This is an optimization exercise on Yosys and OpenROAD, whose aim is small area and a short achievable clock period, not a production implementation. The RTL was checked by simulation tests, not by an equivalence proof against the original design.

--- flow/design.v ---
package ex_pkg;
    localparam int WORD_W     = 32;
    localparam int REG_ADDR_W = 5;
    localparam int SHAMT_W    = 5;
    typedef logic [WORD_W-1:0]     word_t;       
    typedef logic [2*WORD_W-1:0]   dword_t;      
    typedef logic [REG_ADDR_W-1:0] reg_addr_t;   
    typedef logic [5:0]            count_t;      
    typedef enum logic [4:0] {
        OP_NOP,
        OP_OR,
        OP_AND,
        OP_NOR,
        OP_XOR,
        OP_SLL,
        OP_SRL,
        OP_SRA,
        OP_ADD,
        OP_ADDU,
        OP_SUB,
        OP_SUBU,
        OP_SLT,
        OP_SLTU,
        OP_CLZ,
        OP_CLO,
        OP_MUL,
        OP_MULT,
        OP_MULTU,
        OP_MFHI,
        OP_MFLO,
        OP_MTHI,
        OP_MTLO
    } alu_op_t;
    typedef enum logic [2:0] {
        CAT_NONE,
        CAT_LOGIC,
        CAT_SHIFT,
        CAT_ARITH,
        CAT_MULT,
        CAT_MOVE
    } alu_cat_t;
    function automatic alu_cat_t op_category(alu_op_t op);
        alu_cat_t cat;
        case (op)
            ex_pkg::OP_OR, ex_pkg::OP_AND, ex_pkg::OP_NOR, ex_pkg::OP_XOR:               cat = ex_pkg::CAT_LOGIC;
            ex_pkg::OP_SLL, ex_pkg::OP_SRL, ex_pkg::OP_SRA:                      cat = ex_pkg::CAT_SHIFT;
            ex_pkg::OP_ADD, ex_pkg::OP_ADDU, ex_pkg::OP_SUB, ex_pkg::OP_SUBU,
            ex_pkg::OP_SLT, ex_pkg::OP_SLTU, ex_pkg::OP_CLZ, ex_pkg::OP_CLO:             cat = ex_pkg::CAT_ARITH;
            ex_pkg::OP_MUL, ex_pkg::OP_MULT, ex_pkg::OP_MULTU:                   cat = ex_pkg::CAT_MULT;
            ex_pkg::OP_MFHI, ex_pkg::OP_MFLO, ex_pkg::OP_MTHI, ex_pkg::OP_MTLO:          cat = ex_pkg::CAT_MOVE;
            default:                                     cat = ex_pkg::CAT_NONE;
        endcase
        op_category = cat;
    endfunction
endpackage
module ex_logic_shift (
    input  ex_pkg::alu_op_t op_bus_op,
    input  ex_pkg::word_t   op_bus_operand1,
    input  ex_pkg::word_t   op_bus_operand2,
    input  logic            op_bus_valid,
    output ex_pkg::word_t  logic_shift_result
);
    logic [ex_pkg::SHAMT_W-1:0] shamt;
    ex_pkg::word_t              sra_value;
    assign shamt = op_bus_operand1[ex_pkg::SHAMT_W-1:0];   
    assign sra_value = ex_pkg::word_t'($signed(op_bus_operand2) >>> shamt);
    always_comb begin
        case (op_bus_op)
            ex_pkg::OP_OR: begin
                logic_shift_result = op_bus_operand1 | op_bus_operand2;
            end
            ex_pkg::OP_AND: begin
                logic_shift_result = op_bus_operand1 & op_bus_operand2;
            end
            ex_pkg::OP_NOR: begin
                logic_shift_result = ~(op_bus_operand1 | op_bus_operand2);
            end
            ex_pkg::OP_XOR: begin
                logic_shift_result = op_bus_operand1 ^ op_bus_operand2;
            end
            ex_pkg::OP_SLL: begin
                logic_shift_result = op_bus_operand2 << shamt;
            end
            ex_pkg::OP_SRL: begin
                logic_shift_result = op_bus_operand2 >> shamt;   
            end
            ex_pkg::OP_SRA: begin
                logic_shift_result = sra_value;
            end
            default: begin
                logic_shift_result = '0;   
            end
        endcase
    end
endmodule
module ex_arith (
    input  ex_pkg::alu_op_t op_bus_op,
    input  ex_pkg::word_t   op_bus_operand1,
    input  ex_pkg::word_t   op_bus_operand2,
    input  logic            op_bus_valid,
    output ex_pkg::word_t  arith_result,
    output logic           overflow
);
    ex_pkg::word_t  operand2_mux;
    ex_pkg::word_t  sum;
    ex_pkg::count_t clz_count;
    ex_pkg::count_t clo_count;
    logic           is_sub;
    logic           slt_bit;
    logic           sltu_bit;
    function automatic ex_pkg::count_t leading_zeros(ex_pkg::word_t w);
        ex_pkg::count_t n;
        n = ex_pkg::count_t'(ex_pkg::WORD_W);
        for (int i = 0; i < ex_pkg::WORD_W; i++) begin
            if (w[i]) begin
                n = ex_pkg::count_t'(ex_pkg::WORD_W - 1 - i);   
            end
        end
        leading_zeros = n;
    endfunction
    assign is_sub = (op_bus_op == ex_pkg::OP_SUB) || (op_bus_op == ex_pkg::OP_SUBU)
        || (op_bus_op == ex_pkg::OP_SLT);
    assign operand2_mux = is_sub ? (~op_bus_operand2 + 1'b1) : op_bus_operand2;
    assign sum = op_bus_operand1 + operand2_mux;   
    assign overflow = (((op_bus_op == ex_pkg::OP_ADD)
            && (op_bus_operand1[ex_pkg::WORD_W-1] == op_bus_operand2[ex_pkg::WORD_W-1]))
        || ((op_bus_op == ex_pkg::OP_SUB)
            && (op_bus_operand1[ex_pkg::WORD_W-1] != op_bus_operand2[ex_pkg::WORD_W-1])))
        && (sum[ex_pkg::WORD_W-1] != op_bus_operand1[ex_pkg::WORD_W-1]);
    assign slt_bit = (op_bus_operand1[ex_pkg::WORD_W-1] && !op_bus_operand2[ex_pkg::WORD_W-1])
        || ((op_bus_operand1[ex_pkg::WORD_W-1] == op_bus_operand2[ex_pkg::WORD_W-1])
            && sum[ex_pkg::WORD_W-1]);   
    assign sltu_bit = op_bus_operand1 < op_bus_operand2;
    assign clz_count = leading_zeros(op_bus_operand1);
    assign clo_count = leading_zeros(~op_bus_operand1);   
    always_comb begin
        case (op_bus_op)
            ex_pkg::OP_ADD, ex_pkg::OP_ADDU, ex_pkg::OP_SUB, ex_pkg::OP_SUBU: begin
                arith_result = sum;
            end
            ex_pkg::OP_SLT: begin
                arith_result = {{(ex_pkg::WORD_W-1){1'b0}}, slt_bit};
            end
            ex_pkg::OP_SLTU: begin
                arith_result = {{(ex_pkg::WORD_W-1){1'b0}}, sltu_bit};
            end
            ex_pkg::OP_CLZ: begin
                arith_result = ex_pkg::word_t'(clz_count);
            end
            ex_pkg::OP_CLO: begin
                arith_result = ex_pkg::word_t'(clo_count);
            end
            default: begin
                arith_result = '0;
            end
        endcase
    end
endmodule
module ex_mult (
    input  ex_pkg::alu_op_t op_bus_op,
    input  ex_pkg::word_t   op_bus_operand1,
    input  ex_pkg::word_t   op_bus_operand2,
    input  logic            op_bus_valid,
    output ex_pkg::dword_t  product
);
    logic           is_signed;
    logic           negate;
    ex_pkg::word_t  mag1;
    ex_pkg::word_t  mag2;
    ex_pkg::dword_t mag_product;
    assign is_signed = (op_bus_op == ex_pkg::OP_MUL) || (op_bus_op == ex_pkg::OP_MULT);
    assign mag1 = (is_signed && op_bus_operand1[ex_pkg::WORD_W-1])
        ? (~op_bus_operand1 + 1'b1) : op_bus_operand1;
    assign mag2 = (is_signed && op_bus_operand2[ex_pkg::WORD_W-1])
        ? (~op_bus_operand2 + 1'b1) : op_bus_operand2;
    assign mag_product = ex_pkg::dword_t'(mag1) * ex_pkg::dword_t'(mag2);
    assign negate = is_signed
        && (op_bus_operand1[ex_pkg::WORD_W-1] ^ op_bus_operand2[ex_pkg::WORD_W-1]);
    always_comb begin
        case (op_bus_op)
            ex_pkg::OP_MUL, ex_pkg::OP_MULT, ex_pkg::OP_MULTU: begin
                product = negate ? (~mag_product + 1'b1) : mag_product;
            end
            default: begin
                product = '0;   
            end
        endcase
    end
endmodule
module ex_hilo (
    input  logic            clk,
    input  logic            reset,
    input  ex_pkg::alu_op_t op_bus_op,
    input  ex_pkg::word_t   op_bus_operand1,
    input  ex_pkg::word_t   op_bus_operand2,
    input  logic            op_bus_valid,
    input  ex_pkg::dword_t  product,
    output ex_pkg::word_t   move_result
);
    ex_pkg::word_t hi;
    ex_pkg::word_t lo;
    ex_pkg::word_t hi_next;
    ex_pkg::word_t lo_next;
    logic          is_move;
    always_comb begin
        hi_next = hi;
        lo_next = lo;
        if (op_bus_valid) begin
            case (op_bus_op)
                ex_pkg::OP_MTHI: begin
                    hi_next = op_bus_operand1;   
                end
                ex_pkg::OP_MTLO: begin
                    lo_next = op_bus_operand1;
                end
                ex_pkg::OP_MULT, ex_pkg::OP_MULTU: begin
                    hi_next = product[2*ex_pkg::WORD_W-1:ex_pkg::WORD_W];
                    lo_next = product[ex_pkg::WORD_W-1:0];
                end
                default: begin
                end
            endcase
        end
    end
    always_ff @(posedge clk) begin
        if (reset) begin
            hi <= '0;
            lo <= '0;
        end else begin
            hi <= hi_next;
            lo <= lo_next;
        end
    end
    assign is_move = ex_pkg::op_category(op_bus_op) == ex_pkg::CAT_MOVE;
    always_comb begin
        move_result = '0;
        if (is_move) begin
            case (op_bus_op)
                ex_pkg::OP_MFHI: begin
                    move_result = hi;
                end
                ex_pkg::OP_MFLO: begin
                    move_result = lo;
                end
                default: begin
                    move_result = '0;   
                end
            endcase
        end
    end
endmodule
module ex_result_stage (
    input  logic               clk,
    input  logic               reset,
    input  ex_pkg::alu_op_t op_bus_op,
    input  ex_pkg::word_t   op_bus_operand1,
    input  ex_pkg::word_t   op_bus_operand2,
    input  logic            op_bus_valid,
    input  ex_pkg::reg_addr_t  dest_addr,
    input  logic               dest_write,
    input  ex_pkg::word_t      logic_shift_result,
    input  ex_pkg::word_t      arith_result,
    input  logic               overflow,
    input  ex_pkg::dword_t     product,
    input  ex_pkg::word_t      move_result,
    output logic               out_valid,
    output ex_pkg::reg_addr_t  write_addr,
    output logic               write_enable,
    output ex_pkg::word_t      write_data
);
    ex_pkg::alu_cat_t category;
    ex_pkg::word_t    data_next;
    logic             enable_next;
    assign category = ex_pkg::op_category(op_bus_op);
    always_comb begin
        case (category)
            ex_pkg::CAT_LOGIC, ex_pkg::CAT_SHIFT: begin
                data_next = logic_shift_result;   
            end
            ex_pkg::CAT_ARITH: begin
                data_next = arith_result;
            end
            ex_pkg::CAT_MULT: begin
                data_next = product[ex_pkg::WORD_W-1:0];   
            end
            ex_pkg::CAT_MOVE: begin
                data_next = move_result;
            end
            default: begin
                data_next = '0;
            end
        endcase
    end
    assign enable_next = op_bus_valid && dest_write && !overflow;
    always_ff @(posedge clk) begin
        if (reset) begin
            out_valid    <= 1'b0;
            write_enable <= 1'b0;
            write_addr   <= '0;
            write_data   <= '0;
        end else begin
            out_valid    <= op_bus_valid;
            write_enable <= enable_next;
            write_addr   <= dest_addr;
            write_data   <= data_next;
        end
    end
endmodule
module ex_top (
    input  logic               clk,
    input  logic               reset,
    input  logic               in_valid,
    input  logic [4:0]         operator,
    input  logic [31:0]        operand1,
    input  logic [31:0]        operand2,
    input  logic [4:0]         dest_addr,
    input  logic               dest_write,
    output logic               out_valid,
    output logic [4:0]         write_addr,
    output logic               write_enable,
    output logic [31:0]        write_data
);
    ex_pkg::word_t  logic_shift_result;
    ex_pkg::word_t  arith_result;
    logic           overflow;
    ex_pkg::dword_t product;
    ex_pkg::word_t  move_result;
    ex_pkg::alu_op_t op_decoded;
    assign op_decoded = ex_pkg::alu_op_t'(operator);
    ex_logic_shift ex_logic_shift_inst (
        .op_bus_op       (op_decoded),
        .op_bus_operand1 (operand1),
        .op_bus_operand2 (operand2),
        .op_bus_valid    (in_valid),
        .logic_shift_result (logic_shift_result)
    );
    ex_arith ex_arith_inst (
        .op_bus_op       (op_decoded),
        .op_bus_operand1 (operand1),
        .op_bus_operand2 (operand2),
        .op_bus_valid    (in_valid),
        .arith_result (arith_result),
        .overflow     (overflow)
    );
    ex_mult ex_mult_inst (
        .op_bus_op       (op_decoded),
        .op_bus_operand1 (operand1),
        .op_bus_operand2 (operand2),
        .op_bus_valid    (in_valid),
        .product (product)
    );
    ex_hilo ex_hilo_inst (
        .clk         (clk),
        .reset       (reset),
        .op_bus_op       (op_decoded),
        .op_bus_operand1 (operand1),
        .op_bus_operand2 (operand2),
        .op_bus_valid    (in_valid),
        .product     (product),       
        .move_result (move_result)
    );
    ex_result_stage ex_result_stage_inst (
        .clk                (clk),
        .reset              (reset),
        .op_bus_op       (op_decoded),
        .op_bus_operand1 (operand1),
        .op_bus_operand2 (operand2),
        .op_bus_valid    (in_valid),
        .dest_addr          (dest_addr),
        .dest_write         (dest_write),
        .logic_shift_result (logic_shift_result),
        .arith_result       (arith_result),
        .overflow           (overflow),
        .product            (product),
        .move_result        (move_result),
        .out_valid          (out_valid),
        .write_addr         (write_addr),
        .write_enable       (write_enable),
        .write_data         (write_data)
    );
endmodule
--- flow/run.sh ---
#!/bin/bash
# synth_recipe.tcl (not shown) runs the flow's synth.tcl, then flattens the netlist and writes it again
# the make line also repeats each setting of config.mk as NAME=value (left out here)
make -C /OpenROAD-flow-scripts/flow DESIGN_CONFIG=/design/flow/config.mk WORK_HOME=/design/flow/orfs CLKGATE_MAP_FILE= SYNTH_SCRIPT=/design/flow/synth_recipe.tcl finish
--- flow/config.mk ---
export PLATFORM = sky130hd
export DESIGN_NAME = ex_top
export DESIGN_NICKNAME = ex_top
export VERILOG_FILES = /design/flow/design.v
export SDC_FILE = /design/flow/constraint.sdc
export NUM_CORES = 4
export LEC_CHECK = 0
export CAP_MARGIN = 20
export CORE_MARGIN = 2
export CORE_UTILIZATION = 40
export SLEW_MARGIN = 20
--- flow/constraint.sdc ---
create_clock -name core_clock -period 14.0 [get_ports {clk}]
set_input_delay 2.8000 -clock core_clock [delete_from_list [all_inputs] [get_ports {clk}]]
set_output_delay 2.8000 -clock core_clock [all_outputs]
set_load 0.01 [all_outputs]
==> impl_metrics.prom <==
# TYPE chip_impl_metric gauge
chip_impl_metric{name="die_y",unit="µm"} 355
chip_impl_metric{name="critPathMaxFanout",unit=""} 6
chip_impl_metric{name="min_path_cells",unit=""} 2
chip_impl_info{name="netlist_top_cells_count",value="sky130_fd_sc_hd__inv_1, sky130_fd_sc_hd__fa_1, sky130_fd_sc_hd__nor2_1"} 1
chip_impl_metric{name="clkSinkCount",unit=""} 103
chip_impl_metric{name="via_count",unit=""} 48400
chip_impl_info{name="synth_flop_cell",value="sky130_fd_sc_hd__dfxtp_1"} 1
chip_impl_metric{name="wl_per_cell",unit="µm"} 30.6
chip_impl_metric{name="postLayoutCoreUtil",unit=""} 0.468
chip_impl_metric{name="timing.fmax",unit="MHz"} 73.8
chip_impl_info{name="largest_area_contributor_in_the_netlist",value="sky130_fd_sc_hd__fa_1"} 1
chip_impl_info{name="ctsRootBufferMaster",value="sky130_fd_sc_hd__clkbuf_16"} 1
chip_impl_metric{name="slew_viol_final",unit=""} 0
chip_impl_metric{name="layout.filler_cells",unit=""} 12400
chip_impl_metric{name="first_global_vias",unit=""} 49200
chip_impl_metric{name="layout.area.seq",unit="µm²"} 2060
chip_impl_metric{name="cp_data_arrival_time",unit="ns"} 13.87
chip_impl_info{name="critical_path.startpoint_type",value="input pin"} 1
chip_impl_metric{name="finalClockSkew",unit="ns"} 0.0237
chip_impl_metric{name="cts.repair.resized",unit=""} 0
chip_impl_info{name="critPathSlowestCell",value="sky130_fd_sc_hd__fa_1"} 1
chip_impl_metric{name="ys_seq_area_frac",unit=""} 0.0418
chip_impl_info{name="unrepaired_setup_endpoints_after_global_routing",value="no"} 1
chip_impl_info{name="setup.worst_path.start",value="operand1[11]"} 1
chip_impl_metric{name="gp_congestion",unit=""} 1.06
chip_impl_info{name="worst_r2r_startpoint",value="ex_hilo_inst.hi[0]"} 1
chip_impl_metric{name="max_slew_margin",unit=""} 0.144
chip_impl_metric{name="syn-num-nets",unit=""} 7630
chip_impl_metric{name="antenna_found_initial",unit=""} 9
chip_impl_metric{name="avgViaCountPerCell",unit=""} 5.86
chip_impl_metric{name="grt_util_all_layers",unit=""} 0.400
chip_impl_metric{name="synth.top_cell.area_share",unit=""} 0.364
chip_impl_metric{name="core_region_area",unit="µm²"} 122000
chip_impl_metric{name="max_slew.worst_pin.slew",unit="ns"} 1.28
chip_impl_metric{name="post_synth_inst_count",unit=""} 6257
chip_impl_metric{name="post-route-period-util",unit=""} 0.968
chip_impl_metric{name="areaGrowthSynthToFinish",unit="%"} 15.8
chip_impl_metric{name="cts.clk_slew.worst_paths",unit="ns"} 0.09
chip_impl_metric{name="route.antenna.remaining_nets",unit=""} 0
chip_impl_metric{name="holdBufCountCts",unit=""} 0
chip_impl_metric{name="timing.critical_path.slowest_cell_delay",unit="ns"} 0.59
chip_impl_metric{name="cts-htree-levels",unit=""} 3
chip_impl_metric{name="dpl.hpwl",unit="µm"} 211000
chip_impl_metric{name="critical_path_buf_inv_count",unit=""} 8
chip_impl_metric{name="fin_worst_hold_slack",unit="ns"} 0.466
chip_impl_metric{name="drt_pre_antenna_iters",unit=""} 6
chip_impl_info{name="yosys.cell_count.top_type",value="sky130_fd_sc_hd__inv_1"} 1
chip_impl_metric{name="drt-total-wl",unit="µm"} 252000
chip_impl_metric{name="setup_violations",unit=""} 0
chip_impl_metric{name="asyncSetResetFlopFracSynth",unit=""} 0
chip_impl_metric{name="period_needed",unit="ns"} 13.55
chip_impl_info{name="status",value="timing/DRC/antenna clean"} 1
chip_impl_metric{name="net_count_reported_at_finish",unit=""} 7990
chip_impl_metric{name="synth_seq_cells",unit=""} 103
chip_impl_info{name="worst_setup_path_end_kind",value="register"} 1
chip_impl_metric{name="final.setup.worst_slack",unit="ns"} 0.451
chip_impl_metric{name="synth-warning-count",unit=""} 5
chip_impl_metric{name="grt_start_max_net_pins",unit=""} 73
chip_impl_metric{name="initial_core_util",unit=""} 0.404
chip_impl_metric{name="hold_viol",unit=""} 0
chip_impl_info{name="worst_hold_path_type",value="reg2reg"} 1
chip_impl_info{name="cpMostUsedCell",value="sky130_fd_sc_hd__fa_1"} 1
chip_impl_metric{name="layout-drive-gt1-share",unit=""} 0.115
chip_impl_metric{name="synth_area_per_cell",unit="µm²"} 7.88
chip_impl_info{name="worstSetupPathType",value="in2reg"} 1
chip_impl_metric{name="max-clock-path-buffers",unit=""} 2
chip_impl_metric{name="unique_cell_type_count_in_the_yosys_netlist",unit=""} 92
chip_impl_metric{name="multiInputGateArea",unit="µm²"} 42800
chip_impl_metric{name="worstPathRequired",unit="ns"} 14.32
chip_impl_info{name="kind_of_cell_with_the_highest_combined_delay_on_the_critical_path",value="adder cells"} 1
chip_impl_metric{name="path_depth",unit=""} 38
chip_impl_metric{name="totalNegativeSetupSlack",unit="ns"} 0
chip_impl_metric{name="post_synthesis_cell_area",unit="µm²"} 49300
chip_impl_metric{name="drc_errors",unit=""} 0
chip_impl_info{name="hold_path_startpoint",value="ex_hilo_inst.lo[31]"} 1
chip_impl_metric{name="detail_route.iter0.violations",unit=""} 4852
chip_impl_metric{name="port_buffers",unit=""} 116
chip_impl_metric{name="grt-ovfl-total",unit=""} 0
chip_impl_metric{name="placement_rows",unit=""} 128
chip_impl_metric{name="grt_first_pass_wirelength",unit="µm"} 360000
chip_impl_metric{name="cts_inserted_buffers",unit=""} 9
chip_impl_metric{name="timing.max_cap.violations",unit=""} 0
chip_impl_metric{name="synth_edf_count",unit=""} 0
chip_impl_metric{name="fp.dieW",unit="µm"} 355
chip_impl_metric{name="postCtsSetupRepairBufs",unit=""} 0
chip_impl_metric{name="dp_worst_setup_slack",unit="ns"} 0.169
chip_impl_metric{name="die-area",unit="µm²"} 126000
chip_impl_info{name="cts_tree",value="yes"} 1
chip_impl_metric{name="worst_reg_to_reg_path_cell_count",unit=""} 5
chip_impl_metric{name="insertion_delay",unit="ns"} 0.39
chip_impl_info{name="top_area_cells_in_the_synthesized_netlist",value="sky130_fd_sc_hd__fa_1, sky130_fd_sc_hd__ha_1, sky130_fd_sc_hd__inv_1, sky130_fd_sc_hd__nor2_1, sky130_fd_sc_hd__nand2_1"} 1
chip_impl_metric{name="num_io_pins",unit=""} 117
[flip-flops by register name (all words and copies together) (netlist names)]
signal / count
ex_result_stage_inst.out_valid: 1
ex_result_stage_inst.write_addr: 5
ex_hilo_inst.hi: 32
ex_result_stage_inst.write_enable: 1
ex_hilo_inst.lo: 32
ex_result_stage_inst.write_data: 32
[metrics by stage]
stage                     cell area [µm²]  cells
final                               57100   8251
after global routing                57100   8247
after CTS                           57100   8247
after detailed placement            56800   8231
after global placement              56800   8229
after floorplan                     49300   6257
[path summary, 6_finish.rpt]
kind                                                            to  slack (ns)
worst min register to register                 ex_hilo_inst.lo[31]        0.47
worst max-delay path                           ex_hilo_inst.hi[31]        0.45
worst max register to register  ex_result_stage_inst.write_data[0]       10.98
worst min-delay path                           ex_hilo_inst.lo[31]        0.47
[routing by layer]
metal  vias up  GRT usage  share of wire
met4         6      0.307          0.097
li1      20800          -              -
met3       680     0.0759          0.086
met1     24300      0.498           0.38
met5         -          0        0.00015
met2      2569      0.615           0.43
[worst reg2reg max path, stage by stage, from the launching register on]
cell,delay [ns]
sky130_fd_sc_hd__dfxtp_1,0.34
sky130_fd_sc_hd__a222oi_1,0.95
sky130_fd_sc_hd__o211ai_1,0.66
sky130_fd_sc_hd__a311oi_1,0.47
sky130_fd_sc_hd__o221a_2,0.23
sky130_fd_sc_hd__a41oi_1,0.17
[layout by cell type, fill, tap and decap left out, types with 34 or more instances in the layout]
cell | netlist | final
sky130_fd_sc_hd__buf_4 | 0 | 548
sky130_fd_sc_hd__o21ai_0 | 240 | 239
sky130_fd_sc_hd__nand3_1 | 81 | 80
sky130_fd_sc_hd__o211ai_1 | 38 | 38
sky130_fd_sc_hd__fa_1 | 897 | 897
sky130_fd_sc_hd__dfxtp_1 | 103 | 103
sky130_fd_sc_hd__xnor2_1 | 200 | 130
sky130_fd_sc_hd__mux2i_1 | 88 | 87
sky130_fd_sc_hd__xor2_1 | 51 | 51
sky130_fd_sc_hd__nor3_1 | 73 | 69
sky130_fd_sc_hd__nand2_1 | 803 | 803
sky130_fd_sc_hd__or3_1 | 35 | 35
sky130_fd_sc_hd__xnor2_2 | 0 | 68
sky130_fd_sc_hd__nor2_1 | 846 | 846
sky130_fd_sc_hd__a31oi_1 | 37 | 37
sky130_fd_sc_hd__a211oi_1 | 46 | 46
sky130_fd_sc_hd__buf_12 | 0 | 46
sky130_fd_sc_hd__a22oi_1 | 34 | 34
sky130_fd_sc_hd__ha_1 | 398 | 398
sky130_fd_sc_hd__clkdlybuf4s50_1 | 0 | 110
sky130_fd_sc_hd__nand4_1 | 47 | 47
sky130_fd_sc_hd__a21o_1 | 55 | 54
sky130_fd_sc_hd__nand2b_1 | 41 | 41
sky130_fd_sc_hd__a21oi_1 | 260 | 258
sky130_fd_sc_hd__inv_1 | 994 | 994
[cell families after synthesis]
logic type / count (synthesis) / share of synthesized area
compound gates: 1029 / 0.136
fa+ha+maj: 1295 / 0.465
xor+xnor: 251 / 0.0446
simple gates: 2110 / 0.183
flops: 103 / 0.0418
mux: 108 / 0.0256
buf+inv: 1361 / 0.104
[layout make-up]
class,instances,area share
Clock inverter,6,0.00134
Antenna cell,4,0.000175
Timing Repair Buffer,711,0.108
Sequential cell,103,0.0361
Tap cell,1625,0.0356
Inverter,999,0.0657
Multi-Input combinational cell,4793,0.749
Clock buffer,10,0.00418

==> static timing again, ports no longer ideal <==
How much do the figures lean on ideal ports? The routed layout below was timed once more, with nothing changed but the port constraints.
Step 1 assumes that a clkbuf_16 drives the clock port and a buf_2 every other input.
Step 2 also shifts input and output timing later by t, the mid clock arrival at the registers, as if the neighbouring blocks saw the same clock.
Slacks: ideal ports / drivers / drivers and shift; pairs: ideal ports / drivers.
shift t [ns]: 0.428
setup WS [ns]: 0.451 / 0.472 / 0.044
slew at the worst register clock pin (ns): 0.09 / 0.09
worst data-port slew with drivers (ns): 0.05
After both steps this run still meets setup and hold. For this run, drivers alone change the setup slack by +0.021 ns; drivers and shift together by -0.407 ns.
